Background: an optimization exercise with open tools, aiming at a short achievable clock period and few clock cycles per item. Do not read the settings as production practice.
Where RTL was checked, it was by simulation tests only, not by an equivalence proof against the original.
Function not checked in run 2: the RTL went through the layout flow alone.

## flow/design.v (module list and top-level ports; edited modules follow where they fit)
// module ssnr_ratio: 151 lines
// module ssnr_sq32_s1: 1694 lines
// module ssnr_sq32_s2: 362 lines
// module ssnr_sq16: 434 lines
// module segmental_snr_meter: 275 lines
module segmental_snr_meter
#(
	parameter int MAX_FRAME_LENGTH = 4096
) (
	input  logic        clk,
	input  logic        arst_n,
	input  logic        s_axis_tvalid,
	output logic        s_axis_tready,
	input  logic [31:0] s_axis_tdata,   
	input  logic        s_axis_tlast,
	output logic        m_axis_tvalid,
	input  logic        m_axis_tready,
	output logic [31:0] m_axis_tdata,   
	output logic [1:0]  m_axis_tuser,   
	input  logic        cfg_valid,
	output logic        cfg_ready,
	input  logic [12:0] cfg_data
);
  // ...
==> flow/flow/run.sh <==
#!/bin/bash
# Layout: the standard flow (standard.sh) on the design's clock period and
# constraints, with the timing repair after placement, CTS and global routing aiming
# for 9 ns of setup slack (shortening every path longer than 4 ns) instead of the
# settings' at most 5 ns. ORFS's own logs stay in orfs/logs; standard.sh's output
# goes to standard.log.
set -euo pipefail
bash standard.sh SETUP_SLACK_MARGIN=9 finish > standard.log 2>&1
==> flow/standard.sh <==
#!/bin/bash
# synth_recipe.tcl (not shown) runs the flow's synth.tcl, then flattens the netlist and writes it again
# the make line also repeats each setting of config.mk as NAME=value (left out here)
make -C /OpenROAD-flow-scripts/flow DESIGN_CONFIG=/design/flow/config.mk WORK_HOME=/design/flow/orfs CLKGATE_MAP_FILE= SYNTH_SCRIPT=/design/flow/synth_recipe.tcl "${@:-finish}"
==> flow/config.mk <==
export PLATFORM = sky130hd
export DESIGN_NAME = segmental_snr_meter
export DESIGN_NICKNAME = segmental_snr_meter
export VERILOG_FILES = /design/flow/design.v
export SDC_FILE = /design/flow/constraint.sdc
export NUM_CORES = 4
export LEC_CHECK = 0
export ABC_CLOCK_PERIOD_IN_PS = 3500
export CAP_MARGIN = 20
export CORE_MARGIN = 2
export CORE_UTILIZATION = 40
export SLEW_MARGIN = 20
==> flow/constraint.sdc <==
create_clock -name core_clock -period 13.0 [get_ports {clk}]
set_input_delay 2.6000 -clock core_clock [delete_from_list [all_inputs] [get_ports {clk}]]
set_output_delay 2.6000 -clock core_clock [all_outputs]
set_load 0.01 [all_outputs]
==> results.py, run 1 <==
metrics = {
    "synthesis": {
        "synth_cell_types": 105,
        "synth_compound_area_share_pct": 14.2,
        "yosys.area_share.simple_pct": 14.1,
        "synthesis.area_mm2": 0.105,
        "synth_top_area_share_pct": 16.6,
    },
    "routing": {
        "wl_met2_mm": 152,
        "dr_wl_met3_mm": 18.4,
    },
    "global_routing": {
        "grt_pass1_wl_mm": 484,
        "gr-total-overflow": 0,
        "grt.met2_usage_pct": 38.7,
    },
    "status": {
        "outcome": "finished clean",
    },
    "finish": {
        "seq_share_pct": 32.4,
        "nFillCells": 24600,
        "largest_reg_flops": 172,
    },
    "setup_path": {
        "ff2ff_setup_slack_ps": 8960,
        "crit_chain": "buf_6",
        "worstReg2RegEnd": "ts_q[13]",
    },
    "floorplanning": {
        "die_w_um": 517,
        "ios": 88,
    },
    "place": {
        "dp_cells": 13900,
    },
    "cts": {
        "cts_tree": "yes",
        "clkLatencyLatePin_ps": 880,
    },
}
Testbench counts, summed over its fixed seeds: cycles 38,540, pairs 38,086.
==> inputs of run 2 (changes only) <==
--- a/flow/design.v
+++ b/flow/design.v
@@ -10,4 +10,6 @@
 	input  logic [63:0] a,
 	input  logic [63:0] b,
+	input  logic [6:0]  la,      
+	input  logic [6:0]  lb,
 	output logic        busy,
 	output logic        taken,
@@ -24,51 +26,11 @@
 	logic        nd_q;
 	logic [41:0] cs0_q, cs1_q;
-	function automatic logic [6:0] lead64(input logic [63:0] v);
-		logic [63:0] any0;
-		logic [31:0] any1;
-		logic [31:0] ix1;
-		logic [15:0] any2;
-		logic [31:0] ix2;
-		logic [7:0]  any3;
-		logic [23:0] ix3;
-		logic [3:0]  any4;
-		logic [15:0] ix4;
-		logic [1:0]  any5;
-		logic [9:0]  ix5;
-		logic        any6;
-		logic [5:0]  ix6;
-		for (int i = 0; i < 32; i++) begin
-			any1[i] = v[2*i+1] | v[2*i];
-			ix1[i]  = v[2*i+1];
-		end
-		for (int i = 0; i < 16; i++) begin
-			any2[i] = any1[2*i+1] | any1[2*i];
-			ix2[2*i+:2] = any1[2*i+1] ? {1'b1, ix1[2*i+1]} : {1'b0, ix1[2*i]};
-		end
-		for (int i = 0; i < 8; i++) begin
-			any3[i] = any2[2*i+1] | any2[2*i];
-			ix3[3*i+:3] = any2[2*i+1] ? {1'b1, ix2[2*(2*i+1)+:2]} : {1'b0, ix2[2*(2*i)+:2]};
-		end
-		for (int i = 0; i < 4; i++) begin
-			any4[i] = any3[2*i+1] | any3[2*i];
-			ix4[4*i+:4] = any3[2*i+1] ? {1'b1, ix3[3*(2*i+1)+:3]} : {1'b0, ix3[3*(2*i)+:3]};
-		end
-		for (int i = 0; i < 2; i++) begin
-			any5[i] = any4[2*i+1] | any4[2*i];
-			ix5[5*i+:5] = any4[2*i+1] ? {1'b1, ix4[4*(2*i+1)+:4]} : {1'b0, ix4[4*(2*i)+:4]};
-		end
-		any6 = any5[1] | any5[0];
-		ix6  = any5[1] ? {1'b1, ix5[9:5]} : {1'b0, ix5[4:0]};
-		lead64 = {any6, ix6};
-	endfunction
 	assign taken = busy && (cnt_q == 6'd1);
-	logic [6:0] la7, lb7;
-	assign la7 = lead64(a);
-	assign lb7 = lead64(b);
 	logic [63:0] nsh;
 	logic [31:0] mant;
 	assign nsh  = (cnt_q == 6'd0 ? a : b) << (cnt_q == 6'd0 ? ~ka_q : ~kb_q);
 	assign mant = nsh[63:32];
-	logic [176:0] st_d, st_q;
+	localparam int ST_W = 122;   
+	logic [ST_W-1:0] st_d, st_q;
 	logic [63:0]  row0, row1, prod;
 	logic [31:0]  m_next;
@@ -85,6 +47,11 @@
 		csa = {x ^ y ^ z, mj[40:0], 1'b0};
 	endfunction
-	logic [22:0] dd;
-	assign dd = {1'b0, ka_q, fa_q} - {1'b0, kb_q, fb_q};
+	logic [21:0] la_l, lb_l, d_ab, d_ba;
+	logic        a_lt_b;
+	assign la_l   = {ka_q, fa_q};
+	assign lb_l   = {kb_q, fb_q};
+	assign d_ab   = la_l - lb_l;
+	assign d_ba   = lb_l - la_l;
+	assign a_lt_b = la_l < lb_l;
 	logic [41:0] rw0, rw1, rw2, rw3, rw4, rw5, rw6, rw7;
 	logic [41:0] s1, c1, s2, c2, s3, c3, s4, c4, s5, c5, s6, c6;
@@ -121,8 +88,8 @@
 	always_ff @(posedge clk) begin
 		if (start && !busy) begin
-			za_q <= !la7[6];
-			zb_q <= !lb7[6];
-			ka_q <= la7[5:0];
-			kb_q <= lb7[5:0];
+			za_q <= !la[6];
+			zb_q <= !lb[6];
+			ka_q <= la[5:0];
+			kb_q <= lb[5:0];
 		end
 		if (busy && cnt_q <= 6'd1) r0_q <= mant;
@@ -133,6 +100,6 @@
 			else fb_q <= {fb_q[14:0], sq_bit};
 		end
-		nd_q  <= dd[22];
-		ad_q  <= dd[22] ? 22'(-dd) : 22'(dd);
+		nd_q  <= a_lt_b;
+		ad_q  <= a_lt_b ? d_ba : d_ab;
 		cs0_q <= s6;
 		cs1_q <= c6;
@@ -155,7 +122,44 @@
 	end
 endmodule
+module ssnr_lead64 (
+	input  logic [63:0] v,
+	output logic [6:0]  l
+);
+	logic [31:0] any1, ix1;
+	logic [15:0] any2;
+	logic [31:0] ix2;
+	logic [7:0]  any3;
+	logic [23:0] ix3;
+	logic [3:0]  any4;
+	logic [15:0] ix4;
+	logic [1:0]  any5;
+	logic [9:0]  ix5;
+	always_comb begin
+		for (int i = 0; i < 32; i++) begin
+			any1[i] = v[2*i+1] | v[2*i];
+			ix1[i]  = v[2*i+1];
+		end
+		for (int i = 0; i < 16; i++) begin
+			any2[i] = any1[2*i+1] | any1[2*i];
+			ix2[2*i+:2] = any1[2*i+1] ? {1'b1, ix1[2*i+1]} : {1'b0, ix1[2*i]};
+		end
+		for (int i = 0; i < 8; i++) begin
+			any3[i] = any2[2*i+1] | any2[2*i];
+			ix3[3*i+:3] = any2[2*i+1] ? {1'b1, ix2[2*(2*i+1)+:2]} : {1'b0, ix2[2*(2*i)+:2]};
+		end
+		for (int i = 0; i < 4; i++) begin
+			any4[i] = any3[2*i+1] | any3[2*i];
+			ix4[4*i+:4] = any3[2*i+1] ? {1'b1, ix3[3*(2*i+1)+:3]} : {1'b0, ix3[3*(2*i)+:3]};
+		end
+		for (int i = 0; i < 2; i++) begin
+			any5[i] = any4[2*i+1] | any4[2*i];
+			ix5[5*i+:5] = any4[2*i+1] ? {1'b1, ix4[4*(2*i+1)+:4]} : {1'b0, ix4[4*(2*i)+:4]};
+		end
+		l = {any5[1] | any5[0], any5[1] ? {1'b1, ix5[9:5]} : {1'b0, ix5[4:0]}};
+	end
+endmodule
 module ssnr_sq32_s1 (
 	input  logic [31:0] m,
-	output logic [176:0] st
+	output logic [121:0] st
 );
 	logic w1;
@@ -915,4 +919,118 @@
 	logic w755;
 	logic w756;
+	logic w757;
+	logic w758;
+	logic w759;
+	logic w760;
+	logic w761;
+	logic w762;
+	logic w763;
+	logic w764;
+	logic w765;
+	logic w766;
+	logic w767;
+	logic w768;
+	logic w769;
+	logic w770;
+	logic w771;
+	logic w772;
+	logic w773;
+	logic w774;
+	logic w775;
+	logic w776;
+	logic w777;
+	logic w778;
+	logic w779;
+	logic w780;
+	logic w781;
+	logic w782;
+	logic w783;
+	logic w784;
+	logic w785;
+	logic w786;
+	logic w787;
+	logic w788;
+	logic w789;
+	logic w790;
+	logic w791;
+	logic w792;
+	logic w793;
+	logic w794;
+	logic w795;
+	logic w796;
+	logic w797;
+	logic w798;
+	logic w799;
+	logic w800;
+	logic w801;
+	logic w802;
+	logic w803;
+	logic w804;
+	logic w805;
+	logic w806;
+	logic w807;
+	logic w808;
+	logic w809;
+	logic w810;
+	logic w811;
+	logic w812;
+	logic w813;
+	logic w814;
+	logic w815;
+	logic w816;
+	logic w817;
+	logic w818;
+	logic w819;
+	logic w820;
+	logic w821;
+	logic w822;
+	logic w823;
+	logic w824;
+	logic w825;
+	logic w826;
+	logic w827;
+	logic w828;
+	logic w829;
+	logic w830;
+	logic w831;
+	logic w832;
+	logic w833;
+	logic w834;
+	logic w835;
+	logic w836;
+	logic w837;
+	logic w838;
+	logic w839;
+	logic w840;
+	logic w841;
+	logic w842;
+	logic w843;
+	logic w844;
+	logic w845;
+	logic w846;
+	logic w847;
+	logic w848;
+	logic w849;
+	logic w850;
+	logic w851;
+	logic w852;
+	logic w853;
+	logic w854;
+	logic w855;
+	logic w856;
+	logic w857;
+	logic w858;
+	logic w859;
+	logic w860;
+	logic w861;
+	logic w862;
+	logic w863;
+	logic w864;
+	logic w865;
+	logic w866;
+	logic w867;
+	logic w868;
+	logic w869;
+	logic w870;
 	assign w1 = (m[0] & m[25]) ^ (m[1] & m[24]);
 	assign w2 = (m[0] & m[25]) & (m[1] & m[24]);
@@ -1671,415 +1789,246 @@
 	assign w755 = m[26] ^ (m[27] & m[30]) ^ (m[28] & m[29]);
 	assign w756 = (m[26] & (m[27] & m[30])) | (m[26] & (m[28] & m[29])) | ((m[27] & m[30]) & (m[28] & m[29]));
+	assign w757 = (m[0] & m[3]) ^ (m[1] & m[2]);
+	assign w758 = (m[0] & m[3]) & (m[1] & m[2]);
+	assign w759 = (m[0] & m[4]) ^ (m[1] & m[3]);
+	assign w760 = (m[0] & m[4]) & (m[1] & m[3]);
+	assign w761 = w651 ^ (m[2] & m[3]) ^ m[3];
+	assign w762 = (w651 & (m[2] & m[3])) | (w651 & m[3]) | ((m[2] & m[3]) & m[3]);
+	assign w763 = w652 ^ w653 ^ (m[2] & m[4]);
+	assign w764 = (w652 & w653) | (w652 & (m[2] & m[4])) | (w653 & (m[2] & m[4]));
+	assign w765 = w654 ^ w655 ^ m[4];
+	assign w766 = (w654 & w655) | (w654 & m[4]) | (w655 & m[4]);
+	assign w767 = w656 ^ w657 ^ (m[3] & m[5]);
+	assign w768 = (w656 & w657) | (w656 & (m[3] & m[5])) | (w657 & (m[3] & m[5]));
+	assign w769 = w658 ^ w659 ^ m[5];
+	assign w770 = (w658 & w659) | (w658 & m[5]) | (w659 & m[5]);
+	assign w771 = w660 ^ w661 ^ w473;
+	assign w772 = (w660 & w661) | (w660 & w473) | (w661 & w473);
+	assign w773 = w662 ^ w663 ^ w477;
+	assign w774 = (w662 & w663) | (w662 & w477) | (w663 & w477);
+	assign w775 = w664 ^ w665 ^ w481;
+	assign w776 = (w664 & w665) | (w664 & w481) | (w665 & w481);
+	assign w777 = w666 ^ w667 ^ w485;
+	assign w778 = (w666 & w667) | (w666 & w485) | (w667 & w485);
+	assign w779 = w668 ^ w669 ^ w489;
+	assign w780 = (w668 & w669) | (w668 & w489) | (w669 & w489);
+	assign w781 = w670 ^ w671 ^ w493;
+	assign w782 = (w670 & w671) | (w670 & w493) | (w671 & w493);
+	assign w783 = w672 ^ w673 ^ w497;
+	assign w784 = (w672 & w673) | (w672 & w497) | (w673 & w497);
+	assign w785 = w674 ^ w675 ^ w501;
+	assign w786 = (w674 & w675) | (w674 & w501) | (w675 & w501);
+	assign w787 = w676 ^ w677 ^ w505;
+	assign w788 = (w676 & w677) | (w676 & w505) | (w677 & w505);
+	assign w789 = w678 ^ w679 ^ w509;
+	assign w790 = (w678 & w679) | (w678 & w509) | (w679 & w509);
+	assign w791 = w680 ^ w681 ^ w513;
+	assign w792 = (w680 & w681) | (w680 & w513) | (w681 & w513);
+	assign w793 = w682 ^ w683 ^ w517;
+	assign w794 = (w682 & w683) | (w682 & w517) | (w683 & w517);
+	assign w795 = w684 ^ w685 ^ w521;
+	assign w796 = (w684 & w685) | (w684 & w521) | (w685 & w521);
+	assign w797 = w686 ^ w687 ^ w525;
+	assign w798 = (w686 & w687) | (w686 & w525) | (w687 & w525);
+	assign w799 = w688 ^ w689 ^ w529;
+	assign w800 = (w688 & w689) | (w688 & w529) | (w689 & w529);
+	assign w801 = w690 ^ w691 ^ w533;
+	assign w802 = (w690 & w691) | (w690 & w533) | (w691 & w533);
+	assign w803 = w692 ^ w693 ^ w537;
+	assign w804 = (w692 & w693) | (w692 & w537) | (w693 & w537);
+	assign w805 = w694 ^ w695 ^ w541;
+	assign w806 = (w694 & w695) | (w694 & w541) | (w695 & w541);
+	assign w807 = w696 ^ w697 ^ w545;
+	assign w808 = (w696 & w697) | (w696 & w545) | (w697 & w545);
+	assign w809 = w698 ^ w699 ^ w549;
+	assign w810 = (w698 & w699) | (w698 & w549) | (w699 & w549);
+	assign w811 = w700 ^ w701 ^ w553;
+	assign w812 = (w700 & w701) | (w700 & w553) | (w701 & w553);
+	assign w813 = w702 ^ w703 ^ w557;
+	assign w814 = (w702 & w703) | (w702 & w557) | (w703 & w557);
+	assign w815 = w704 ^ w705 ^ w561;
+	assign w816 = (w704 & w705) | (w704 & w561) | (w705 & w561);
+	assign w817 = w706 ^ w707 ^ w565;
+	assign w818 = (w706 & w707) | (w706 & w565) | (w707 & w565);
+	assign w819 = w708 ^ w709 ^ w569;
+	assign w820 = (w708 & w709) | (w708 & w569) | (w709 & w569);
+	assign w821 = w710 ^ w711 ^ w573;
+	assign w822 = (w710 & w711) | (w710 & w573) | (w711 & w573);
+	assign w823 = w712 ^ w713 ^ w577;
+	assign w824 = (w712 & w713) | (w712 & w577) | (w713 & w577);
+	assign w825 = w714 ^ w715 ^ w581;
+	assign w826 = (w714 & w715) | (w714 & w581) | (w715 & w581);
+	assign w827 = w716 ^ w717 ^ w585;
+	assign w828 = (w716 & w717) | (w716 & w585) | (w717 & w585);
+	assign w829 = w718 ^ w719 ^ w589;
+	assign w830 = (w718 & w719) | (w718 & w589) | (w719 & w589);
+	assign w831 = w720 ^ w721 ^ w593;
+	assign w832 = (w720 & w721) | (w720 & w593) | (w721 & w593);
+	assign w833 = w722 ^ w723 ^ w597;
+	assign w834 = (w722 & w723) | (w722 & w597) | (w723 & w597);
+	assign w835 = w724 ^ w725 ^ w601;
+	assign w836 = (w724 & w725) | (w724 & w601) | (w725 & w601);
+	assign w837 = w726 ^ w727 ^ w605;
+	assign w838 = (w726 & w727) | (w726 & w605) | (w727 & w605);
+	assign w839 = w728 ^ w729 ^ w609;
+	assign w840 = (w728 & w729) | (w728 & w609) | (w729 & w609);
+	assign w841 = w730 ^ w731 ^ w613;
+	assign w842 = (w730 & w731) | (w730 & w613) | (w731 & w613);
+	assign w843 = w732 ^ w733 ^ w617;
+	assign w844 = (w732 & w733) | (w732 & w617) | (w733 & w617);
+	assign w845 = w734 ^ w735 ^ w621;
+	assign w846 = (w734 & w735) | (w734 & w621) | (w735 & w621);
+	assign w847 = w736 ^ w737 ^ w625;
+	assign w848 = (w736 & w737) | (w736 & w625) | (w737 & w625);
+	assign w849 = w738 ^ w739 ^ w629;
+	assign w850 = (w738 & w739) | (w738 & w629) | (w739 & w629);
+	assign w851 = w740 ^ w741 ^ w633;
+	assign w852 = (w740 & w741) | (w740 & w633) | (w741 & w633);
+	assign w853 = w742 ^ w743 ^ w637;
+	assign w854 = (w742 & w743) | (w742 & w637) | (w743 & w637);
+	assign w855 = w744 ^ w745 ^ w641;
+	assign w856 = (w744 & w745) | (w744 & w641) | (w745 & w641);
+	assign w857 = w746 ^ w747 ^ w645;
+	assign w858 = (w746 & w747) | (w746 & w645) | (w747 & w645);
+	assign w859 = w748 ^ w749 ^ (m[26] & m[28]);
+	assign w860 = (w748 & w749) | (w748 & (m[26] & m[28])) | (w749 & (m[26] & m[28]));
+	assign w861 = w750 ^ w751 ^ m[28];
+	assign w862 = (w750 & w751) | (w750 & m[28]) | (w751 & m[28]);
+	assign w863 = w752 ^ w753 ^ (m[27] & m[29]);
+	assign w864 = (w752 & w753) | (w752 & (m[27] & m[29])) | (w753 & (m[27] & m[29]));
+	assign w865 = w754 ^ w755 ^ m[29];
+	assign w866 = (w754 & w755) | (w754 & m[29]) | (w755 & m[29]);
+	assign w867 = w756 ^ m[27] ^ (m[28] & m[30]);
+	assign w868 = (w756 & m[27]) | (w756 & (m[28] & m[30])) | (m[27] & (m[28] & m[30]));
+	assign w869 = m[28] ^ (m[29] & m[30]) ^ m[30];
+	assign w870 = (m[28] & (m[29] & m[30])) | (m[28] & m[30]) | ((m[29] & m[30]) & m[30]);
 	assign st[0] = m[0];
 	assign st[1] = (m[0] & m[1]);
 	assign st[2] = m[1];
 	assign st[3] = (m[0] & m[2]);
-	assign st[4] = (m[0] & m[3]);
-	assign st[5] = (m[1] & m[2]);
-	assign st[6] = m[2];
-	assign st[7] = (m[0] & m[4]);
-	assign st[8] = (m[1] & m[3]);
-	assign st[9] = w651;
-	assign st[10] = (m[2] & m[3]);
-	assign st[11] = m[3];
-	assign st[12] = w652;
-	assign st[13] = w653;
-	assign st[14] = (m[2] & m[4]);
-	assign st[15] = w654;
-	assign st[16] = w655;
-	assign st[17] = m[4];
-	assign st[18] = w656;
-	assign st[19] = w657;
-	assign st[20] = (m[3] & m[5]);
-	assign st[21] = w658;
-	assign st[22] = w659;
-	assign st[23] = m[5];
-	assign st[24] = w660;
-	assign st[25] = w661;
-	assign st[26] = w473;
-	assign st[27] = w662;
-	assign st[28] = w663;
-	assign st[29] = w477;
-	assign st[30] = w664;
-	assign st[31] = w665;
-	assign st[32] = w481;
-	assign st[33] = w666;
-	assign st[34] = w667;
-	assign st[35] = w485;
-	assign st[36] = w668;
-	assign st[37] = w669;
-	assign st[38] = w489;
-	assign st[39] = w670;
-	assign st[40] = w671;
-	assign st[41] = w493;
-	assign st[42] = w672;
-	assign st[43] = w673;
-	assign st[44] = w497;
-	assign st[45] = w674;
-	assign st[46] = w675;
-	assign st[47] = w501;
-	assign st[48] = w676;
-	assign st[49] = w677;
-	assign st[50] = w505;
-	assign st[51] = w678;
-	assign st[52] = w679;
-	assign st[53] = w509;
-	assign st[54] = w680;
-	assign st[55] = w681;
-	assign st[56] = w513;
-	assign st[57] = w682;
-	assign st[58] = w683;
-	assign st[59] = w517;
-	assign st[60] = w684;
-	assign st[61] = w685;
-	assign st[62] = w521;
-	assign st[63] = w686;
-	assign st[64] = w687;
-	assign st[65] = w525;
-	assign st[66] = w688;
-	assign st[67] = w689;
-	assign st[68] = w529;
-	assign st[69] = w690;
-	assign st[70] = w691;
-	assign st[71] = w533;
-	assign st[72] = w692;
-	assign st[73] = w693;
-	assign st[74] = w537;
-	assign st[75] = w694;
-	assign st[76] = w695;
-	assign st[77] = w541;
-	assign st[78] = w696;
-	assign st[79] = w697;
-	assign st[80] = w545;
-	assign st[81] = w698;
-	assign st[82] = w699;
-	assign st[83] = w549;
-	assign st[84] = w700;
-	assign st[85] = w701;
-	assign st[86] = w553;
-	assign st[87] = w702;
-	assign st[88] = w703;
-	assign st[89] = w557;
-	assign st[90] = w704;
-	assign st[91] = w705;
-	assign st[92] = w561;
-	assign st[93] = w706;
-	assign st[94] = w707;
-	assign st[95] = w565;
-	assign st[96] = w708;
-	assign st[97] = w709;
-	assign st[98] = w569;
-	assign st[99] = w710;
-	assign st[100] = w711;
-	assign st[101] = w573;
-	assign st[102] = w712;
-	assign st[103] = w713;
-	assign st[104] = w577;
-	assign st[105] = w714;
-	assign st[106] = w715;
-	assign st[107] = w581;
-	assign st[108] = w716;
-	assign st[109] = w717;
-	assign st[110] = w585;
-	assign st[111] = w718;
-	assign st[112] = w719;
-	assign st[113] = w589;
-	assign st[114] = w720;
-	assign st[115] = w721;
-	assign st[116] = w593;
-	assign st[117] = w722;
-	assign st[118] = w723;
-	assign st[119] = w597;
-	assign st[120] = w724;
-	assign st[121] = w725;
-	assign st[122] = w601;
-	assign st[123] = w726;
-	assign st[124] = w727;
-	assign st[125] = w605;
-	assign st[126] = w728;
-	assign st[127] = w729;
-	assign st[128] = w609;
-	assign st[129] = w730;
-	assign st[130] = w731;
-	assign st[131] = w613;
-	assign st[132] = w732;
-	assign st[133] = w733;
-	assign st[134] = w617;
-	assign st[135] = w734;
-	assign st[136] = w735;
-	assign st[137] = w621;
-	assign st[138] = w736;
-	assign st[139] = w737;
-	assign st[140] = w625;
-	assign st[141] = w738;
-	assign st[142] = w739;
-	assign st[143] = w629;
-	assign st[144] = w740;
-	assign st[145] = w741;
-	assign st[146] = w633;
-	assign st[147] = w742;
-	assign st[148] = w743;
-	assign st[149] = w637;
-	assign st[150] = w744;
-	assign st[151] = w745;
-	assign st[152] = w641;
-	assign st[153] = w746;
-	assign st[154] = w747;
-	assign st[155] = w645;
-	assign st[156] = w748;
-	assign st[157] = w749;
-	assign st[158] = (m[26] & m[28]);
-	assign st[159] = w750;
-	assign st[160] = w751;
-	assign st[161] = m[28];
-	assign st[162] = w752;
-	assign st[163] = w753;
-	assign st[164] = (m[27] & m[29]);
-	assign st[165] = w754;
-	assign st[166] = w755;
-	assign st[167] = m[29];
-	assign st[168] = w756;
-	assign st[169] = m[27];
-	assign st[170] = (m[28] & m[30]);
-	assign st[171] = m[28];
-	assign st[172] = (m[29] & m[30]);
-	assign st[173] = m[30];
-	assign st[174] = m[29];
-	assign st[175] = m[30];
-	assign st[176] = 1'b1;
+	assign st[4] = w757;
+	assign st[5] = m[2];
+	assign st[6] = w758;
+	assign st[7] = w759;
+	assign st[8] = w760;
+	assign st[9] = w761;
+	assign st[10] = w762;
+	assign st[11] = w763;
+	assign st[12] = w764;
+	assign st[13] = w765;
+	assign st[14] = w766;
+	assign st[15] = w767;
+	assign st[16] = w768;
+	assign st[17] = w769;
+	assign st[18] = w770;
+	assign st[19] = w771;
+	assign st[20] = w772;
+	assign st[21] = w773;
+	assign st[22] = w774;
+	assign st[23] = w775;
+	assign st[24] = w776;
+	assign st[25] = w777;
+	assign st[26] = w778;
+	assign st[27] = w779;
+	assign st[28] = w780;
+	assign st[29] = w781;
+	assign st[30] = w782;
+	assign st[31] = w783;
+	assign st[32] = w784;
+	assign st[33] = w785;
+	assign st[34] = w786;
+	assign st[35] = w787;
+	assign st[36] = w788;
+	assign st[37] = w789;
+	assign st[38] = w790;
+	assign st[39] = w791;
+	assign st[40] = w792;
+	assign st[41] = w793;
+	assign st[42] = w794;
+	assign st[43] = w795;
+	assign st[44] = w796;
+	assign st[45] = w797;
+	assign st[46] = w798;
+	assign st[47] = w799;
+	assign st[48] = w800;
+	assign st[49] = w801;
+	assign st[50] = w802;
+	assign st[51] = w803;
+	assign st[52] = w804;
+	assign st[53] = w805;
+	assign st[54] = w806;
+	assign st[55] = w807;
+	assign st[56] = w808;
+	assign st[57] = w809;
+	assign st[58] = w810;
+	assign st[59] = w811;
+	assign st[60] = w812;
+	assign st[61] = w813;
+	assign st[62] = w814;
+	assign st[63] = w815;
+	assign st[64] = w816;
+	assign st[65] = w817;
+	assign st[66] = w818;
+	assign st[67] = w819;
+	assign st[68] = w820;
+	assign st[69] = w821;
+	assign st[70] = w822;
+	assign st[71] = w823;
+	assign st[72] = w824;
+	assign st[73] = w825;
+	assign st[74] = w826;
+	assign st[75] = w827;
+	assign st[76] = w828;
+	assign st[77] = w829;
+	assign st[78] = w830;
+	assign st[79] = w831;
+	assign st[80] = w832;
+	assign st[81] = w833;
+	assign st[82] = w834;
+	assign st[83] = w835;
+	assign st[84] = w836;
+	assign st[85] = w837;
+	assign st[86] = w838;
+	assign st[87] = w839;
+	assign st[88] = w840;
+	assign st[89] = w841;
+	assign st[90] = w842;
+	assign st[91] = w843;
+	assign st[92] = w844;
+	assign st[93] = w845;
+	assign st[94] = w846;
+	assign st[95] = w847;
+	assign st[96] = w848;
+	assign st[97] = w849;
+	assign st[98] = w850;
+	assign st[99] = w851;
+	assign st[100] = w852;
+	assign st[101] = w853;
+	assign st[102] = w854;
+	assign st[103] = w855;
+	assign st[104] = w856;
+	assign st[105] = w857;
+	assign st[106] = w858;
+	assign st[107] = w859;
+	assign st[108] = w860;
+	assign st[109] = w861;
+	assign st[110] = w862;
+	assign st[111] = w863;
+	assign st[112] = w864;
+	assign st[113] = w865;
+	assign st[114] = w866;
+	assign st[115] = w867;
+	assign st[116] = w868;
+	assign st[117] = w869;
+	assign st[118] = w870;
+	assign st[119] = m[29];
+	assign st[120] = m[30];
+	assign st[121] = 1'b1;
 endmodule
 module ssnr_sq32_s2 (
-	input  logic [176:0] st,
+	input  logic [121:0] st,
 	output logic [63:0] r0,
 	output logic [63:0] r1
 );
-	logic v1;
-	logic v2;
-	logic v3;
-	logic v4;
-	logic v5;
-	logic v6;
-	logic v7;
-	logic v8;
-	logic v9;
-	logic v10;
-	logic v11;
-	logic v12;
-	logic v13;
-	logic v14;
-	logic v15;
-	logic v16;
-	logic v17;
-	logic v18;
-	logic v19;
-	logic v20;
-	logic v21;
-	logic v22;
-	logic v23;
-	logic v24;
-	logic v25;
-	logic v26;
-	logic v27;
-	logic v28;
-	logic v29;
-	logic v30;
-	logic v31;
-	logic v32;
-	logic v33;
-	logic v34;
-	logic v35;
-	logic v36;
-	logic v37;
-	logic v38;
-	logic v39;
-	logic v40;
-	logic v41;
-	logic v42;
-	logic v43;
-	logic v44;
-	logic v45;
-	logic v46;
-	logic v47;
-	logic v48;
-	logic v49;
-	logic v50;
-	logic v51;
-	logic v52;
-	logic v53;
-	logic v54;
-	logic v55;
-	logic v56;
-	logic v57;
-	logic v58;
-	logic v59;
-	logic v60;
-	logic v61;
-	logic v62;
-	logic v63;
-	logic v64;
-	logic v65;
-	logic v66;
-	logic v67;
-	logic v68;
-	logic v69;
-	logic v70;
-	logic v71;
-	logic v72;
-	logic v73;
-	logic v74;
-	logic v75;
-	logic v76;
-	logic v77;
-	logic v78;
-	logic v79;
-	logic v80;
-	logic v81;
-	logic v82;
-	logic v83;
-	logic v84;
-	logic v85;
-	logic v86;
-	logic v87;
-	logic v88;
-	logic v89;
-	logic v90;
-	logic v91;
-	logic v92;
-	logic v93;
-	logic v94;
-	logic v95;
-	logic v96;
-	logic v97;
-	logic v98;
-	logic v99;
-	logic v100;
-	logic v101;
-	logic v102;
-	logic v103;
-	logic v104;
-	logic v105;
-	logic v106;
-	logic v107;
-	logic v108;
-	logic v109;
-	logic v110;
-	logic v111;
-	logic v112;
-	logic v113;
-	logic v114;
-	assign v1 = st[4] ^ st[5];
-	assign v2 = st[4] & st[5];
-	assign v3 = st[7] ^ st[8];
-	assign v4 = st[7] & st[8];
-	assign v5 = st[9] ^ st[10] ^ st[11];
-	assign v6 = (st[9] & st[10]) | (st[9] & st[11]) | (st[10] & st[11]);
-	assign v7 = st[12] ^ st[13] ^ st[14];
-	assign v8 = (st[12] & st[13]) | (st[12] & st[14]) | (st[13] & st[14]);
-	assign v9 = st[15] ^ st[16] ^ st[17];
-	assign v10 = (st[15] & st[16]) | (st[15] & st[17]) | (st[16] & st[17]);
-	assign v11 = st[18] ^ st[19] ^ st[20];
-	assign v12 = (st[18] & st[19]) | (st[18] & st[20]) | (st[19] & st[20]);
-	assign v13 = st[21] ^ st[22] ^ st[23];
-	assign v14 = (st[21] & st[22]) | (st[21] & st[23]) | (st[22] & st[23]);
-	assign v15 = st[24] ^ st[25] ^ st[26];
-	assign v16 = (st[24] & st[25]) | (st[24] & st[26]) | (st[25] & st[26]);
-	assign v17 = st[27] ^ st[28] ^ st[29];
-	assign v18 = (st[27] & st[28]) | (st[27] & st[29]) | (st[28] & st[29]);
-	assign v19 = st[30] ^ st[31] ^ st[32];
-	assign v20 = (st[30] & st[31]) | (st[30] & st[32]) | (st[31] & st[32]);
-	assign v21 = st[33] ^ st[34] ^ st[35];
-	assign v22 = (st[33] & st[34]) | (st[33] & st[35]) | (st[34] & st[35]);
-	assign v23 = st[36] ^ st[37] ^ st[38];
-	assign v24 = (st[36] & st[37]) | (st[36] & st[38]) | (st[37] & st[38]);
-	assign v25 = st[39] ^ st[40] ^ st[41];
-	assign v26 = (st[39] & st[40]) | (st[39] & st[41]) | (st[40] & st[41]);
-	assign v27 = st[42] ^ st[43] ^ st[44];
-	assign v28 = (st[42] & st[43]) | (st[42] & st[44]) | (st[43] & st[44]);
-	assign v29 = st[45] ^ st[46] ^ st[47];
-	assign v30 = (st[45] & st[46]) | (st[45] & st[47]) | (st[46] & st[47]);
-	assign v31 = st[48] ^ st[49] ^ st[50];
-	assign v32 = (st[48] & st[49]) | (st[48] & st[50]) | (st[49] & st[50]);
-	assign v33 = st[51] ^ st[52] ^ st[53];
-	assign v34 = (st[51] & st[52]) | (st[51] & st[53]) | (st[52] & st[53]);
-	assign v35 = st[54] ^ st[55] ^ st[56];
-	assign v36 = (st[54] & st[55]) | (st[54] & st[56]) | (st[55] & st[56]);
-	assign v37 = st[57] ^ st[58] ^ st[59];
-	assign v38 = (st[57] & st[58]) | (st[57] & st[59]) | (st[58] & st[59]);
-	assign v39 = st[60] ^ st[61] ^ st[62];
-	assign v40 = (st[60] & st[61]) | (st[60] & st[62]) | (st[61] & st[62]);
-	assign v41 = st[63] ^ st[64] ^ st[65];
-	assign v42 = (st[63] & st[64]) | (st[63] & st[65]) | (st[64] & st[65]);
-	assign v43 = st[66] ^ st[67] ^ st[68];
-	assign v44 = (st[66] & st[67]) | (st[66] & st[68]) | (st[67] & st[68]);
-	assign v45 = st[69] ^ st[70] ^ st[71];
-	assign v46 = (st[69] & st[70]) | (st[69] & st[71]) | (st[70] & st[71]);
-	assign v47 = st[72] ^ st[73] ^ st[74];
-	assign v48 = (st[72] & st[73]) | (st[72] & st[74]) | (st[73] & st[74]);
-	assign v49 = st[75] ^ st[76] ^ st[77];
-	assign v50 = (st[75] & st[76]) | (st[75] & st[77]) | (st[76] & st[77]);
-	assign v51 = st[78] ^ st[79] ^ st[80];
-	assign v52 = (st[78] & st[79]) | (st[78] & st[80]) | (st[79] & st[80]);
-	assign v53 = st[81] ^ st[82] ^ st[83];
-	assign v54 = (st[81] & st[82]) | (st[81] & st[83]) | (st[82] & st[83]);
-	assign v55 = st[84] ^ st[85] ^ st[86];
-	assign v56 = (st[84] & st[85]) | (st[84] & st[86]) | (st[85] & st[86]);
-	assign v57 = st[87] ^ st[88] ^ st[89];
-	assign v58 = (st[87] & st[88]) | (st[87] & st[89]) | (st[88] & st[89]);
-	assign v59 = st[90] ^ st[91] ^ st[92];
-	assign v60 = (st[90] & st[91]) | (st[90] & st[92]) | (st[91] & st[92]);
-	assign v61 = st[93] ^ st[94] ^ st[95];
-	assign v62 = (st[93] & st[94]) | (st[93] & st[95]) | (st[94] & st[95]);
-	assign v63 = st[96] ^ st[97] ^ st[98];
-	assign v64 = (st[96] & st[97]) | (st[96] & st[98]) | (st[97] & st[98]);
-	assign v65 = st[99] ^ st[100] ^ st[101];
-	assign v66 = (st[99] & st[100]) | (st[99] & st[101]) | (st[100] & st[101]);
-	assign v67 = st[102] ^ st[103] ^ st[104];
-	assign v68 = (st[102] & st[103]) | (st[102] & st[104]) | (st[103] & st[104]);
-	assign v69 = st[105] ^ st[106] ^ st[107];
-	assign v70 = (st[105] & st[106]) | (st[105] & st[107]) | (st[106] & st[107]);
-	assign v71 = st[108] ^ st[109] ^ st[110];
-	assign v72 = (st[108] & st[109]) | (st[108] & st[110]) | (st[109] & st[110]);
-	assign v73 = st[111] ^ st[112] ^ st[113];
-	assign v74 = (st[111] & st[112]) | (st[111] & st[113]) | (st[112] & st[113]);
-	assign v75 = st[114] ^ st[115] ^ st[116];
-	assign v76 = (st[114] & st[115]) | (st[114] & st[116]) | (st[115] & st[116]);
-	assign v77 = st[117] ^ st[118] ^ st[119];
-	assign v78 = (st[117] & st[118]) | (st[117] & st[119]) | (st[118] & st[119]);
-	assign v79 = st[120] ^ st[121] ^ st[122];
-	assign v80 = (st[120] & st[121]) | (st[120] & st[122]) | (st[121] & st[122]);
-	assign v81 = st[123] ^ st[124] ^ st[125];
-	assign v82 = (st[123] & st[124]) | (st[123] & st[125]) | (st[124] & st[125]);
-	assign v83 = st[126] ^ st[127] ^ st[128];
-	assign v84 = (st[126] & st[127]) | (st[126] & st[128]) | (st[127] & st[128]);
-	assign v85 = st[129] ^ st[130] ^ st[131];
-	assign v86 = (st[129] & st[130]) | (st[129] & st[131]) | (st[130] & st[131]);
-	assign v87 = st[132] ^ st[133] ^ st[134];
-	assign v88 = (st[132] & st[133]) | (st[132] & st[134]) | (st[133] & st[134]);
-	assign v89 = st[135] ^ st[136] ^ st[137];
-	assign v90 = (st[135] & st[136]) | (st[135] & st[137]) | (st[136] & st[137]);
-	assign v91 = st[138] ^ st[139] ^ st[140];
-	assign v92 = (st[138] & st[139]) | (st[138] & st[140]) | (st[139] & st[140]);
-	assign v93 = st[141] ^ st[142] ^ st[143];
-	assign v94 = (st[141] & st[142]) | (st[141] & st[143]) | (st[142] & st[143]);
-	assign v95 = st[144] ^ st[145] ^ st[146];
-	assign v96 = (st[144] & st[145]) | (st[144] & st[146]) | (st[145] & st[146]);
-	assign v97 = st[147] ^ st[148] ^ st[149];
-	assign v98 = (st[147] & st[148]) | (st[147] & st[149]) | (st[148] & st[149]);
-	assign v99 = st[150] ^ st[151] ^ st[152];
-	assign v100 = (st[150] & st[151]) | (st[150] & st[152]) | (st[151] & st[152]);
-	assign v101 = st[153] ^ st[154] ^ st[155];
-	assign v102 = (st[153] & st[154]) | (st[153] & st[155]) | (st[154] & st[155]);
-	assign v103 = st[156] ^ st[157] ^ st[158];
-	assign v104 = (st[156] & st[157]) | (st[156] & st[158]) | (st[157] & st[158]);
-	assign v105 = st[159] ^ st[160] ^ st[161];
-	assign v106 = (st[159] & st[160]) | (st[159] & st[161]) | (st[160] & st[161]);
-	assign v107 = st[162] ^ st[163] ^ st[164];
-	assign v108 = (st[162] & st[163]) | (st[162] & st[164]) | (st[163] & st[164]);
-	assign v109 = st[165] ^ st[166] ^ st[167];
-	assign v110 = (st[165] & st[166]) | (st[165] & st[167]) | (st[166] & st[167]);
-	assign v111 = st[168] ^ st[169] ^ st[170];
-	assign v112 = (st[168] & st[169]) | (st[168] & st[170]) | (st[169] & st[170]);
-	assign v113 = st[171] ^ st[172] ^ st[173];
-	assign v114 = (st[171] & st[172]) | (st[171] & st[173]) | (st[172] & st[173]);
 	assign r0[0] = st[0];
 	assign r1[0] = 1'b0;
@@ -2090,122 +2039,122 @@
 	assign r0[3] = st[3];
 	assign r1[3] = 1'b0;
-	assign r0[4] = v1;
-	assign r1[4] = st[6];
-	assign r0[5] = v2;
-	assign r1[5] = v3;
-	assign r0[6] = v4;
-	assign r1[6] = v5;
-	assign r0[7] = v6;
-	assign r1[7] = v7;
-	assign r0[8] = v8;
-	assign r1[8] = v9;
-	assign r0[9] = v10;
-	assign r1[9] = v11;
-	assign r0[10] = v12;
-	assign r1[10] = v13;
-	assign r0[11] = v14;
-	assign r1[11] = v15;
-	assign r0[12] = v16;
-	assign r1[12] = v17;
-	assign r0[13] = v18;
-	assign r1[13] = v19;
-	assign r0[14] = v20;
-	assign r1[14] = v21;
-	assign r0[15] = v22;
-	assign r1[15] = v23;
-	assign r0[16] = v24;
-	assign r1[16] = v25;
-	assign r0[17] = v26;
-	assign r1[17] = v27;
-	assign r0[18] = v28;
-	assign r1[18] = v29;
-	assign r0[19] = v30;
-	assign r1[19] = v31;
-	assign r0[20] = v32;
-	assign r1[20] = v33;
-	assign r0[21] = v34;
-	assign r1[21] = v35;
-	assign r0[22] = v36;
-	assign r1[22] = v37;
-	assign r0[23] = v38;
-	assign r1[23] = v39;
-	assign r0[24] = v40;
-	assign r1[24] = v41;
-	assign r0[25] = v42;
-	assign r1[25] = v43;
-	assign r0[26] = v44;
-	assign r1[26] = v45;
-	assign r0[27] = v46;
-	assign r1[27] = v47;
-	assign r0[28] = v48;
-	assign r1[28] = v49;
-	assign r0[29] = v50;
-	assign r1[29] = v51;
-	assign r0[30] = v52;
-	assign r1[30] = v53;
-	assign r0[31] = v54;
-	assign r1[31] = v55;
-	assign r0[32] = v56;
-	assign r1[32] = v57;
-	assign r0[33] = v58;
-	assign r1[33] = v59;
-	assign r0[34] = v60;
-	assign r1[34] = v61;
-	assign r0[35] = v62;
-	assign r1[35] = v63;
-	assign r0[36] = v64;
-	assign r1[36] = v65;
-	assign r0[37] = v66;
-	assign r1[37] = v67;
-	assign r0[38] = v68;
-	assign r1[38] = v69;
-	assign r0[39] = v70;
-	assign r1[39] = v71;
-	assign r0[40] = v72;
-	assign r1[40] = v73;
-	assign r0[41] = v74;
-	assign r1[41] = v75;
-	assign r0[42] = v76;
-	assign r1[42] = v77;
-	assign r0[43] = v78;
-	assign r1[43] = v79;
-	assign r0[44] = v80;
-	assign r1[44] = v81;
-	assign r0[45] = v82;
-	assign r1[45] = v83;
-	assign r0[46] = v84;
-	assign r1[46] = v85;
-	assign r0[47] = v86;
-	assign r1[47] = v87;
-	assign r0[48] = v88;
-	assign r1[48] = v89;
-	assign r0[49] = v90;
-	assign r1[49] = v91;
-	assign r0[50] = v92;
-	assign r1[50] = v93;
-	assign r0[51] = v94;
-	assign r1[51] = v95;
-	assign r0[52] = v96;
-	assign r1[52] = v97;
-	assign r0[53] = v98;
-	assign r1[53] = v99;
-	assign r0[54] = v100;
-	assign r1[54] = v101;
-	assign r0[55] = v102;
-	assign r1[55] = v103;
-	assign r0[56] = v104;
-	assign r1[56] = v105;
-	assign r0[57] = v106;
-	assign r1[57] = v107;
-	assign r0[58] = v108;
-	assign r1[58] = v109;
-	assign r0[59] = v110;
-	assign r1[59] = v111;
-	assign r0[60] = v112;
-	assign r1[60] = v113;
-	assign r0[61] = v114;
-	assign r1[61] = st[174];
-	assign r0[62] = st[175];
-	assign r1[62] = st[176];
+	assign r0[4] = st[4];
+	assign r1[4] = st[5];
+	assign r0[5] = st[6];
+	assign r1[5] = st[7];
+	assign r0[6] = st[8];
+	assign r1[6] = st[9];
+	assign r0[7] = st[10];
+	assign r1[7] = st[11];
+	assign r0[8] = st[12];
+	assign r1[8] = st[13];
+	assign r0[9] = st[14];
+	assign r1[9] = st[15];
+	assign r0[10] = st[16];
+	assign r1[10] = st[17];
+	assign r0[11] = st[18];
+	assign r1[11] = st[19];
+	assign r0[12] = st[20];
+	assign r1[12] = st[21];
+	assign r0[13] = st[22];
+	assign r1[13] = st[23];
+	assign r0[14] = st[24];
+	assign r1[14] = st[25];
+	assign r0[15] = st[26];
+	assign r1[15] = st[27];
+	assign r0[16] = st[28];
+	assign r1[16] = st[29];
+	assign r0[17] = st[30];
+	assign r1[17] = st[31];
+	assign r0[18] = st[32];
+	assign r1[18] = st[33];
+	assign r0[19] = st[34];
+	assign r1[19] = st[35];
+	assign r0[20] = st[36];
+	assign r1[20] = st[37];
+	assign r0[21] = st[38];
+	assign r1[21] = st[39];
+	assign r0[22] = st[40];
+	assign r1[22] = st[41];
+	assign r0[23] = st[42];
+	assign r1[23] = st[43];
+	assign r0[24] = st[44];
+	assign r1[24] = st[45];
+	assign r0[25] = st[46];
+	assign r1[25] = st[47];
+	assign r0[26] = st[48];
+	assign r1[26] = st[49];
+	assign r0[27] = st[50];
+	assign r1[27] = st[51];
+	assign r0[28] = st[52];
+	assign r1[28] = st[53];
+	assign r0[29] = st[54];
+	assign r1[29] = st[55];
+	assign r0[30] = st[56];
+	assign r1[30] = st[57];
+	assign r0[31] = st[58];
+	assign r1[31] = st[59];
+	assign r0[32] = st[60];
+	assign r1[32] = st[61];
+	assign r0[33] = st[62];
+	assign r1[33] = st[63];
+	assign r0[34] = st[64];
+	assign r1[34] = st[65];
+	assign r0[35] = st[66];
+	assign r1[35] = st[67];
+	assign r0[36] = st[68];
+	assign r1[36] = st[69];
+	assign r0[37] = st[70];
+	assign r1[37] = st[71];
+	assign r0[38] = st[72];
+	assign r1[38] = st[73];
+	assign r0[39] = st[74];
+	assign r1[39] = st[75];
+	assign r0[40] = st[76];
+	assign r1[40] = st[77];
+	assign r0[41] = st[78];
+	assign r1[41] = st[79];
+	assign r0[42] = st[80];
+	assign r1[42] = st[81];
+	assign r0[43] = st[82];
+	assign r1[43] = st[83];
+	assign r0[44] = st[84];
+	assign r1[44] = st[85];
+	assign r0[45] = st[86];
+	assign r1[45] = st[87];
+	assign r0[46] = st[88];
+	assign r1[46] = st[89];
+	assign r0[47] = st[90];
+	assign r1[47] = st[91];
+	assign r0[48] = st[92];
+	assign r1[48] = st[93];
+	assign r0[49] = st[94];
+	assign r1[49] = st[95];
+	assign r0[50] = st[96];
+	assign r1[50] = st[97];
+	assign r0[51] = st[98];
+	assign r1[51] = st[99];
+	assign r0[52] = st[100];
+	assign r1[52] = st[101];
+	assign r0[53] = st[102];
+	assign r1[53] = st[103];
+	assign r0[54] = st[104];
+	assign r1[54] = st[105];
+	assign r0[55] = st[106];
+	assign r1[55] = st[107];
+	assign r0[56] = st[108];
+	assign r1[56] = st[109];
+	assign r0[57] = st[110];
+	assign r1[57] = st[111];
+	assign r0[58] = st[112];
+	assign r1[58] = st[113];
+	assign r0[59] = st[114];
+	assign r1[59] = st[115];
+	assign r0[60] = st[116];
+	assign r1[60] = st[117];
+	assign r0[61] = st[118];
+	assign r1[61] = st[119];
+	assign r0[62] = st[120];
+	assign r1[62] = st[121];
 	assign r0[63] = 1'b0;
 	assign r1[63] = 1'b0;
@@ -2666,10 +2615,11 @@
 	logic [12:0] cfg_q, len_q, pos_q;
 	logic [1:0]  cfg_hold_q;
-	logic        cfg_rdy_q, rdy_q, cn_q;
+	logic        cfg_rdy_q, cfg_nrdy_q, rdy_q, nrdy_q, cn_q;
+	logic        rdy_d;
 	logic        acc, fres, tres, fpop, tpop;
 	logic [1:0]  resf_q, rest_q, resf_d, rest_d;
 	assign cfg_ready     = cfg_rdy_q;
 	assign s_axis_tready = rdy_q;
-	assign acc  = s_axis_tvalid && rdy_q;
+	assign acc  = s_axis_tvalid && !nrdy_q;
 	assign fres = acc && (cn_q || s_axis_tlast);
 	assign tres = acc && s_axis_tlast;
@@ -2677,8 +2627,11 @@
 		resf_d = resf_q + {1'b0, fres} - {1'b0, fpop};
 		rest_d = rest_q + {1'b0, tres} - {1'b0, tpop};
+		rdy_d  = (resf_d <= 2'd1) && (rest_d <= 2'd1)
+			&& !(cfg_valid && !cfg_nrdy_q) && (cfg_hold_q != 2'd2);
 	end
 	always_ff @(posedge clk or negedge arst_n) begin
 		if (!arst_n) begin
 			cfg_rdy_q  <= 1'b0;
+			cfg_nrdy_q <= 1'b1;
 			cfg_hold_q <= 2'd0;
 			len_q      <= 13'(ssnr_pkg::FrameLenReset);
@@ -2686,9 +2639,11 @@
 			cn_q       <= 1'b0;
 			rdy_q      <= 1'b0;
+			nrdy_q     <= 1'b1;
 			resf_q     <= '0;
 			rest_q     <= '0;
 		end else begin
-			cfg_rdy_q <= 1'b1;
-			if (cfg_valid && cfg_rdy_q) begin
+			cfg_rdy_q  <= 1'b1;
+			cfg_nrdy_q <= 1'b0;
+			if (cfg_valid && !cfg_nrdy_q) begin
 				cfg_q      <= cfg_data;
 				cfg_hold_q <= 2'd2;
@@ -2714,6 +2669,6 @@
 			resf_q <= resf_d;
 			rest_q <= rest_d;
-			rdy_q  <= (resf_d <= 2'd1) && (rest_d <= 2'd1)
-				&& !(cfg_valid && cfg_rdy_q) && (cfg_hold_q != 2'd2);
+			rdy_q  <= rdy_d;
+			nrdy_q <= !rdy_d;
 		end
 	end
@@ -2760,55 +2715,89 @@
 		c_se    <= b_e0 + b_e1;
 	end
-	logic [43:0] fs_q, fe_q, fs_sum, fe_sum;
-	logic [63:0] ts_q, te_q, ts_sat, te_sat;
-	logic [64:0] ts_sum, te_sum;
-	assign fs_sum = fs_q + {12'd0, c_sx};
-	assign fe_sum = fe_q + {12'd0, c_se};
-	assign ts_sum = {1'b0, ts_q} + {33'd0, c_sx};
-	assign te_sum = {1'b0, te_q} + {33'd0, c_se};
-	assign ts_sat = ts_sum[64] ? '1 : ts_sum[63:0];
-	assign te_sat = te_sum[64] ? '1 : te_sum[63:0];
-	logic [89:0]  fq0, fq1, fhead;
-	logic [127:0] tq0, tq1, thead;
-	logic [1:0]   fq_w, fq_r, tq_w, tq_r;
-	assign fhead = fq_r[0] ? fq1 : fq0;
-	assign thead = tq_r[0] ? tq1 : tq0;
+	logic [31:0] fs_lo, fe_lo, ts_lo, te_lo;
+	logic [11:0] fs_hi, fe_hi, fs_hp, fe_hp;
+	logic [31:0] ts_hi, te_hi, ts_hp, te_hp;
+	logic        ts_sat, te_sat, ts_max, te_max;
+	logic [32:0] fs_ls, fe_ls, ts_ls, te_ls;
+	logic [11:0] fs_hn, fe_hn;
+	logic [31:0] ts_hn, te_hn;
+	logic        ts_satn, te_satn;
+	assign fs_ls   = {1'b0, fs_lo} + {1'b0, c_sx};
+	assign fe_ls   = {1'b0, fe_lo} + {1'b0, c_se};
+	assign ts_ls   = {1'b0, ts_lo} + {1'b0, c_sx};
+	assign te_ls   = {1'b0, te_lo} + {1'b0, c_se};
+	assign fs_hn   = fs_ls[32] ? fs_hp : fs_hi;
+	assign fe_hn   = fe_ls[32] ? fe_hp : fe_hi;
+	assign ts_hn   = ts_ls[32] ? ts_hp : ts_hi;
+	assign te_hn   = te_ls[32] ? te_hp : te_hi;
+	assign ts_satn = ts_sat || (ts_ls[32] && ts_max);
+	assign te_satn = te_sat || (te_ls[32] && te_max);
+	logic [89:0]  fq0, fq1, fnew;
+	logic [129:0] tq0, tq1, tnew;
+	logic [1:0]   fq_n, tq_n;
+	logic         fpush, tpush;
+	assign fpush = c_v && (c_close || c_last);
+	assign tpush = c_v && c_last;
+	assign fnew  = {c_close, c_last, fs_hn, fs_ls[31:0], fe_hn, fe_ls[31:0]};
+	assign tnew  = {ts_satn, te_satn, ts_hn, ts_ls[31:0], te_hn, te_ls[31:0]};
 	always_ff @(posedge clk or negedge arst_n) begin
 		if (!arst_n) begin
-			fs_q <= '0; fe_q <= '0; ts_q <= '0; te_q <= '0;
-			fq_w <= '0;
-			tq_w <= '0;
+			fs_lo <= '0; fe_lo <= '0; ts_lo <= '0; te_lo <= '0;
+			fs_hi <= '0; fe_hi <= '0; ts_hi <= '0; te_hi <= '0;
+			fs_hp <= 12'd1; fe_hp <= 12'd1; ts_hp <= 32'd1; te_hp <= 32'd1;
+			ts_max <= 1'b0; te_max <= 1'b0;
+			ts_sat <= 1'b0; te_sat <= 1'b0;
 		end else if (c_v) begin
 			if (c_close || c_last) begin
-				fs_q <= '0;
-				fe_q <= '0;
-				fq_w <= fq_w + 2'd1;
+				fs_lo <= '0; fe_lo <= '0;
+				fs_hi <= '0; fe_hi <= '0;
+				fs_hp <= 12'd1; fe_hp <= 12'd1;
 			end else begin
-				fs_q <= fs_sum;
-				fe_q <= fe_sum;
+				fs_lo <= fs_ls[31:0]; fe_lo <= fe_ls[31:0];
+				fs_hi <= fs_hn; fe_hi <= fe_hn;
+				if (fs_ls[32]) fs_hp <= fs_hp + 12'd1;
+				if (fe_ls[32]) fe_hp <= fe_hp + 12'd1;
 			end
 			if (c_last) begin
-				ts_q <= '0;
-				te_q <= '0;
-				tq_w <= tq_w + 2'd1;
+				ts_lo <= '0; te_lo <= '0;
+				ts_hi <= '0; te_hi <= '0;
+				ts_hp <= 32'd1; te_hp <= 32'd1;
+				ts_max <= 1'b0; te_max <= 1'b0;
+				ts_sat <= 1'b0; te_sat <= 1'b0;
 			end else begin
-				ts_q <= ts_sat;
-				te_q <= te_sat;
+				ts_lo <= ts_ls[31:0]; te_lo <= te_ls[31:0];
+				ts_hi <= ts_hn; te_hi <= te_hn;
+				if (ts_ls[32]) begin
+					ts_hp  <= ts_hp + 32'd1;
+					ts_max <= (&ts_hp);
+				end
+				if (te_ls[32]) begin
+					te_hp  <= te_hp + 32'd1;
+					te_max <= (&te_hp);
+				end
+				ts_sat <= ts_satn; te_sat <= te_satn;
 			end
 		end
 	end
-	always_ff @(posedge clk) begin
-		if (c_v && (c_close || c_last)) begin
-			if (fq_w[0]) fq1 <= {c_close, c_last, fs_sum, fe_sum};
-			else fq0 <= {c_close, c_last, fs_sum, fe_sum};
-		end
-		if (c_v && c_last) begin
-			if (tq_w[0]) tq1 <= {ts_sat, te_sat};
-			else tq0 <= {ts_sat, te_sat};
+	always_ff @(posedge clk or negedge arst_n) begin
+		if (!arst_n) begin
+			fq_n <= '0;
+			tq_n <= '0;
+		end else begin
+			fq_n <= fq_n + {1'b0, fpush} - {1'b0, fpop};
+			tq_n <= tq_n + {1'b0, tpush} - {1'b0, tpop};
 		end
 	end
+	always_ff @(posedge clk) begin
+		if (fpop) fq0 <= (fpush && fq_n == 2'd1) ? fnew : fq1;
+		else if (fpush && fq_n == 2'd0) fq0 <= fnew;
+		if (fpush && (fq_n - {1'b0, fpop}) == 2'd1) fq1 <= fnew;
+		if (tpop) tq0 <= (tpush && tq_n == 2'd1) ? tnew : tq1;
+		else if (tpush && tq_n == 2'd0) tq0 <= tnew;
+		if (tpush && (tq_n - {1'b0, tpop}) == 2'd1) tq1 <= tnew;
+	end
 	typedef enum logic [2:0] {E_IDLE, E_FR, E_ACC, E_EOS, E_TOT} e_state_t;
 	e_state_t est_q;
-	logic        fq_ne, tq_ne, cur_eos_q;
+	logic        fq_ne, tq_ne, cur_eos_q, tot_q;
 	logic        r_start, r_busy, r_taken, r_neg, r_spec, r_tot;
 	logic [16:0] r_mag;
@@ -2823,16 +2812,30 @@
 	logic [33:0] dv_trial;
 	logic        out_fire;
-	assign fq_ne = (fq_w != fq_r);
-	assign tq_ne = (tq_w != tq_r);
-	assign r_tot = (est_q == E_EOS) || (est_q == E_TOT);
-	assign r_a   = r_tot ? thead[127:64] : {20'd0, fhead[87:44]};
-	assign r_b   = r_tot ? thead[63:0] : {20'd0, fhead[43:0]};
-	assign r_start = ((est_q == E_IDLE) && fq_ne && fhead[89]) || ((est_q == E_EOS) && tq_ne);
+	logic        pend_q, nmval_q;   
+	assign fq_ne = (fq_n != 2'd0);
+	assign tq_ne = (tq_n != 2'd0);
+	assign r_tot = tot_q;
+	assign r_start = ((est_q == E_IDLE) && fq_ne && fq0[89]) || ((est_q == E_EOS) && tq_ne);
+	logic [6:0]  lfa, lfb, lta, ltb, r_la, r_lb;
+	logic [63:0] tsv, tev;
+	logic [6:0]  lta0, ltb0;
+	assign tsv  = tq0[129] ? '1 : tq0[127:64];
+	assign tev  = tq0[128] ? '1 : tq0[63:0];
+	ssnr_lead64 u_lfa (.v({20'd0, fq0[87:44]}), .l(lfa));
+	ssnr_lead64 u_lfb (.v({20'd0, fq0[43:0]}), .l(lfb));
+	ssnr_lead64 u_lta (.v(tq0[127:64]), .l(lta0));
+	ssnr_lead64 u_ltb (.v(tq0[63:0]), .l(ltb0));
+	assign lta  = tq0[129] ? 7'h7F : lta0;
+	assign ltb  = tq0[128] ? 7'h7F : ltb0;
+	assign r_la = r_tot ? lta : lfa;
+	assign r_lb = r_tot ? ltb : lfb;
+	assign r_a  = r_tot ? tsv : {20'd0, fq0[87:44]};
+	assign r_b  = r_tot ? tev : {20'd0, fq0[43:0]};
 	ssnr_ratio u_ratio (
-		.clk(clk), .arst_n(arst_n), .start(r_start), .a(r_a), .b(r_b),
+		.clk(clk), .arst_n(arst_n), .start(r_start), .a(r_a), .b(r_b), .la(r_la), .lb(r_lb),
 		.busy(r_busy), .taken(r_taken), .neg(r_neg), .mag(r_mag), .special(r_spec)
 	);
-	assign fpop     = ((est_q == E_IDLE) && fq_ne && !fhead[89]) || ((est_q == E_FR) && r_taken);
-	assign out_fire = (est_q == E_TOT) && !r_busy && (dv_cnt_q == 5'd0) && !m_axis_tvalid;
+	assign fpop     = ((est_q == E_IDLE) && fq_ne && !fq0[89]) || ((est_q == E_FR) && r_taken);
+	assign out_fire = (est_q == E_TOT) && !r_busy && (dv_cnt_q == 5'd0) && nmval_q && !pend_q;
 	assign tpop     = (est_q == E_TOT) && r_taken;
 	assign dv_trial = {dv_rem_q, dsum_q[16]} - {2'd0, nfr_q};
@@ -2840,7 +2843,6 @@
 		if (!arst_n) begin
 			est_q     <= E_IDLE;
-			fq_r      <= '0;
-			tq_r      <= '0;
 			cur_eos_q <= 1'b0;
+			tot_q     <= 1'b0;
 			dsum_q    <= '0;
 			nfr_q     <= '0;
@@ -2848,10 +2850,10 @@
 			dv_cnt_q  <= '0;
 		end else begin
-			if (fpop) fq_r <= fq_r + 2'd1;
-			if (tpop) tq_r <= tq_r + 2'd1;
+			if ((est_q == E_IDLE && fq_ne && !fq0[89]) || (est_q == E_ACC && cur_eos_q)) tot_q <= 1'b1;
+			else if (out_fire) tot_q <= 1'b0;
 			unique case (est_q)
 				E_IDLE: if (fq_ne) begin
-					cur_eos_q <= fhead[88];
-					est_q     <= fhead[89] ? E_FR : E_EOS;
+					cur_eos_q <= fq0[88];
+					est_q     <= fq0[89] ? E_FR : E_EOS;
 				end
 				E_FR: if (!r_busy) begin
@@ -2909,14 +2911,25 @@
 		else snr = (r_mag > 17'd32768) ? 16'h8000 : 16'(-r_mag[15:0]);
 	end
+	logic [33:0] res_q;
 	always_ff @(posedge clk or negedge arst_n) begin
-		if (!arst_n) m_axis_tvalid <= 1'b0;
-		else if (out_fire) m_axis_tvalid <= 1'b1;
-		else if (m_axis_tready) m_axis_tvalid <= 1'b0;
+		if (!arst_n) begin
+			pend_q        <= 1'b0;
+			m_axis_tvalid <= 1'b0;
+			nmval_q       <= 1'b1;
+		end else begin
+			pend_q <= out_fire;
+			if (pend_q) begin
+				m_axis_tvalid <= 1'b1;
+				nmval_q       <= 1'b0;
+			end else if (m_axis_tready) begin
+				m_axis_tvalid <= 1'b0;
+				nmval_q       <= 1'b1;
+			end
+		end
 	end
 	always_ff @(posedge clk) begin
-		if (out_fire) begin
-			m_axis_tdata <= {seg, snr};
-			m_axis_tuser <= {fsat_q || r_spec, nfr_q != '0};
-		end
+		if (out_fire) res_q <= {fsat_q || r_spec, nfr_q != '0, seg, snr};
+		m_axis_tdata <= res_q[31:0];
+		m_axis_tuser <= res_q[33:32];
 	end
 endmodule
==> flow/flow/run.sh (replaced) <==
#!/bin/bash
# Layout: the standard flow (standard.sh) on the design's clock period and
# constraints, with the timing repair after placement, CTS and global routing aiming
# for 9.5 ns of setup slack (shortening every path longer than 3.5 ns) instead of the
# settings' at most 5 ns. ORFS's own logs stay in orfs/logs; standard.sh's output
# goes to standard.log.
set -euo pipefail
bash standard.sh SETUP_SLACK_MARGIN=9.5 finish > standard.log 2>&1
--- a/flow/config.mk
+++ b/flow/config.mk
@@ -9,4 +9,6 @@
 export CAP_MARGIN = 20
 export CORE_MARGIN = 2
-export CORE_UTILIZATION = 40
+export CORE_UTILIZATION = 65
+export CTS_CLUSTER_DIAMETER = 100
+export CTS_CLUSTER_SIZE = 30
 export SLEW_MARGIN = 20
==> results.py, run 2 <==
metrics = {
    "status": {
        "outcome": "finished clean",
    },
    "setup_path": {
        "crit_chain": "buf_12 > clkinvlp_4 > nor2_2 > fa_1 > fa_1 > fa_2 > inv_2 > fa_2 > fa_1 > inv_1 > fa_2",
        "arrival_ps": 4760,
        "end_kind": "register",
        "cp_slowest_cell": "fa_2",
        "ff2ff_setup_slack_ps": 8940,
        "cpPeakStageDelay_ps": 570,
        "crit_type": "reg2reg",
        "crit_fanout": 8,
        "required_ps": 13690,
        "critPathLaunchType": "register",
    },
    "routing": {
        "routedWlPerCell_um": 23.8,
        "via_per_inst": 6.45,
        "drt_first_pass_iters": 7,
        "ant_nets": 0,
        "drcViolationCount": 0,
        "wl_mm": 325,
        "via_count": 87900,
        "drt_iter0_drc": 9223,
    },
    "synthesis": {
        "ys_ff_latch": 1623,
        "avgSynthCellArea_um2": 9.66,
        "synthesis.area_mm2": 0.109,
        "yosys.cell_count.top_type": "nand2_1",
        "synthFlopType": "edfxtp_1",
        "synth_cell_types": 108,
        "ys_seq_area_share_pct": 37.4,
        "async_reset_ff_share_pct": 28.0,
        "synth_edf_count": 585,
        "syn_inst": 11200,
        "synth_top_area_share_pct": 16.2,
        "yosys-top-cells-count": "nand2_1, inv_1, nor2_1",
        "synthesis.nets": 12600,
        "yosys.area.top_type": "edfxtp_1",
        "synth_area_leaders": "edfxtp_1, fa_1, dfxtp_1",
        "yosys_warnings": 3,
    },
    "floorplanning": {
        "dieArea_mm2": 0.170,
        "coreArea_mm2": 0.165,
        "ios": 88,
        "die_w_um": 413,
        "die-height_um": 413,
        "rows": 149,
        "start_util_pct": 65.6,
    },
    "sta": {
        "skew_ps": 56.6,
        "slew_violations": 0,
        "clock.fmax_ghz": 0.246,
        "slew_headroom_pct": 19.9,
        "worstMarginPinSlew_ps": 1200,
        "rsz0062_at_grt": "true",
        "timing.final.crit_share_pct": 31.3,
        "setup_tns_ps": 0,
        "period_needed_ps": 4060,
        "fin_ws_ps": 8940,
        "hold_viol": 0,
        "setup_viol": 0,
    },
    "cts": {
        "clockRootBuffer": "clkbuf_16",
        "hold_buffers": 0,
        "cts_tree": "yes",
        "numCtsBuffers": 68,
        "cts_buffer_depth": 3,
        "htreeDepth": 3,
        "cts.reportedPaths.clkPinSlew_ps": 120,
        "cts_num_sinks": 1623,
        "clkLatencyLatePin_ps": 770,
    },
    "global_routing": {
        "antenna_found_initial": 6,
        "grt_pass1_vias": 85400,
        "gr-total-overflow": 0,
        "grt_max_degree": 97,
        "grt_usage_pct": 36.9,
        "grt_pass1_wl_mm": 489,
    },
    "finish": {
        "fin_area_mm2": 0.122,
        "drive_gt1_share_pct": 13.4,
        "top_regs": "tq0 x130, tq1 x130, u_ratio.st_q x120",
        "flow.area_growth_from_synthesis_pct": 12.3,
        "nFillCells": 11600,
        "most-common-layout-cells": "nand2_1, inv_1, nor2_1",
        "finalNetCount": 12800,
        "final_common_cell": "nand2_1",
    },
    "place": {
        "place_area_mm2": 0.112,
        "portBuffers": 87,
        "gp_congestion": 0.984,
        "dp_worst_setup_slack_ps": 7760,
        "hpwl_mm": 221,
    },
    "hold_path": {
        "hold_path.class": "reg2reg",
    },
    "run": {
        "drv_cap": 0,
    },
}
[run 2: what timing repair did]
item                       4_1_cts  5_1_grt
pin swaps                      134      212
resized for setup              720      490
cloned                          37       16
setup endpoints to repair     1402      860
setup buffers                  187      142
[run 2: layout make-up]
cell class	instances	area, µm²	area share, %
diodes	3	7.51	0.00616
clock buffers	104	1880	1.54
clock inverters	19	270	0.222
inverters	1042	4010	3.29
multi-input cells	8058	65500	53.7
flip-flops and latches	1623	40800	33.5
well taps	2189	2740	2.25
repair buffers	576	6700	5.50
repair inverters	1	5.00	0.00411
[run 2: through the flow]
stage          std cells  util (%)  hold WS, ps
2_1_floorplan      11200         -          310
3_3_place_gp       13100      67.5          314
3_5_place_dp       13100      67.5          315
4_1_cts            13500      71.6          340
5_1_grt            13600      73.7          344
6_report           13600      73.7          338
[run 2: logic make-up (layout without fill, tap and decap cells)]
family	count (synthesis)	after routing	share of synthesized area, %
compound gates	2581	2582	15.8
xor+xnor	554	554	4.47
fa+ha+maj	1331	1331	19.6
buf+inv	1551	1742	5.46
flops	1623	1623	37.4
mux	253	253	2.49
other cells	2	5	0.00692
simple gates	3332	3336	14.7
[run 2: per-layer routing]
metal  up-vias  global-route usage, %  routed length [µm]
li1      39400                      -                   -
met1     43300                   46.7              124000
met2      4231                   61.7              155000
met3      1006                   5.36               26100
met4         2                   18.8               20200
met5         -                      0                  11
[run 2: worst paths after layout]
kind	startpoint	endpoint	depth (start not counted)
worst max-delay path	u_ratio.r0_q[25]	u_ratio.st_q[55]	11
worst min-delay path	a_close	b_close	0
worst max register to register	u_ratio.r0_q[25]	u_ratio.st_q[55]	11
worst min register to register	a_close	b_close	0
max in group asynchronous	arst_n	te_hp[3]	4
min in group asynchronous	arst_n	dsum_q[18]	1
[run 2: critical path: cells and delay by family, from the launching register on]
| kind | cells | cell delay [ps] |
|---|---|---|
| buffers and inverters | 4 | 480 |
| adders and majority gates | 6 | 2910 |
| and+or+nand+nor | 1 | 250 |
| DFF | 1 | 380 |

[separate check: timing with driven ports]
No port has a modelled driver above. Below, the same layouts with a new extraction and two added sets of constraints. Step 1: set_driving_cell puts a clkbuf_16 on clk and a buf_2 on each other input, an assumption about the parent block. Step 2 also shifts input and output timing later by t, the mid clock arrival at the registers, as if the neighbouring blocks saw the same clock. Slacks: no drivers / after step 1 / after step 2; pairs: no drivers / after step 1.
run | t, ns | slack for setup (ns) | hold slack, ns | worst setup path after step 2 | pins driven straight from the clock port
run 1 | 0.954 | 8.921 / 8.820 / 8.334 | 0.325 / 0.325 / 0.325 | input to register | 1
run 2 | 0.831 | 8.937 / 8.937 / 8.787 | 0.338 / 0.338 / 0.338 | input to register | 1
After both steps setup and hold are still met in every run listed. The setup slack of run 1, which loses most, moves by -0.101 ns with the drivers and by -0.587 ns with both steps.
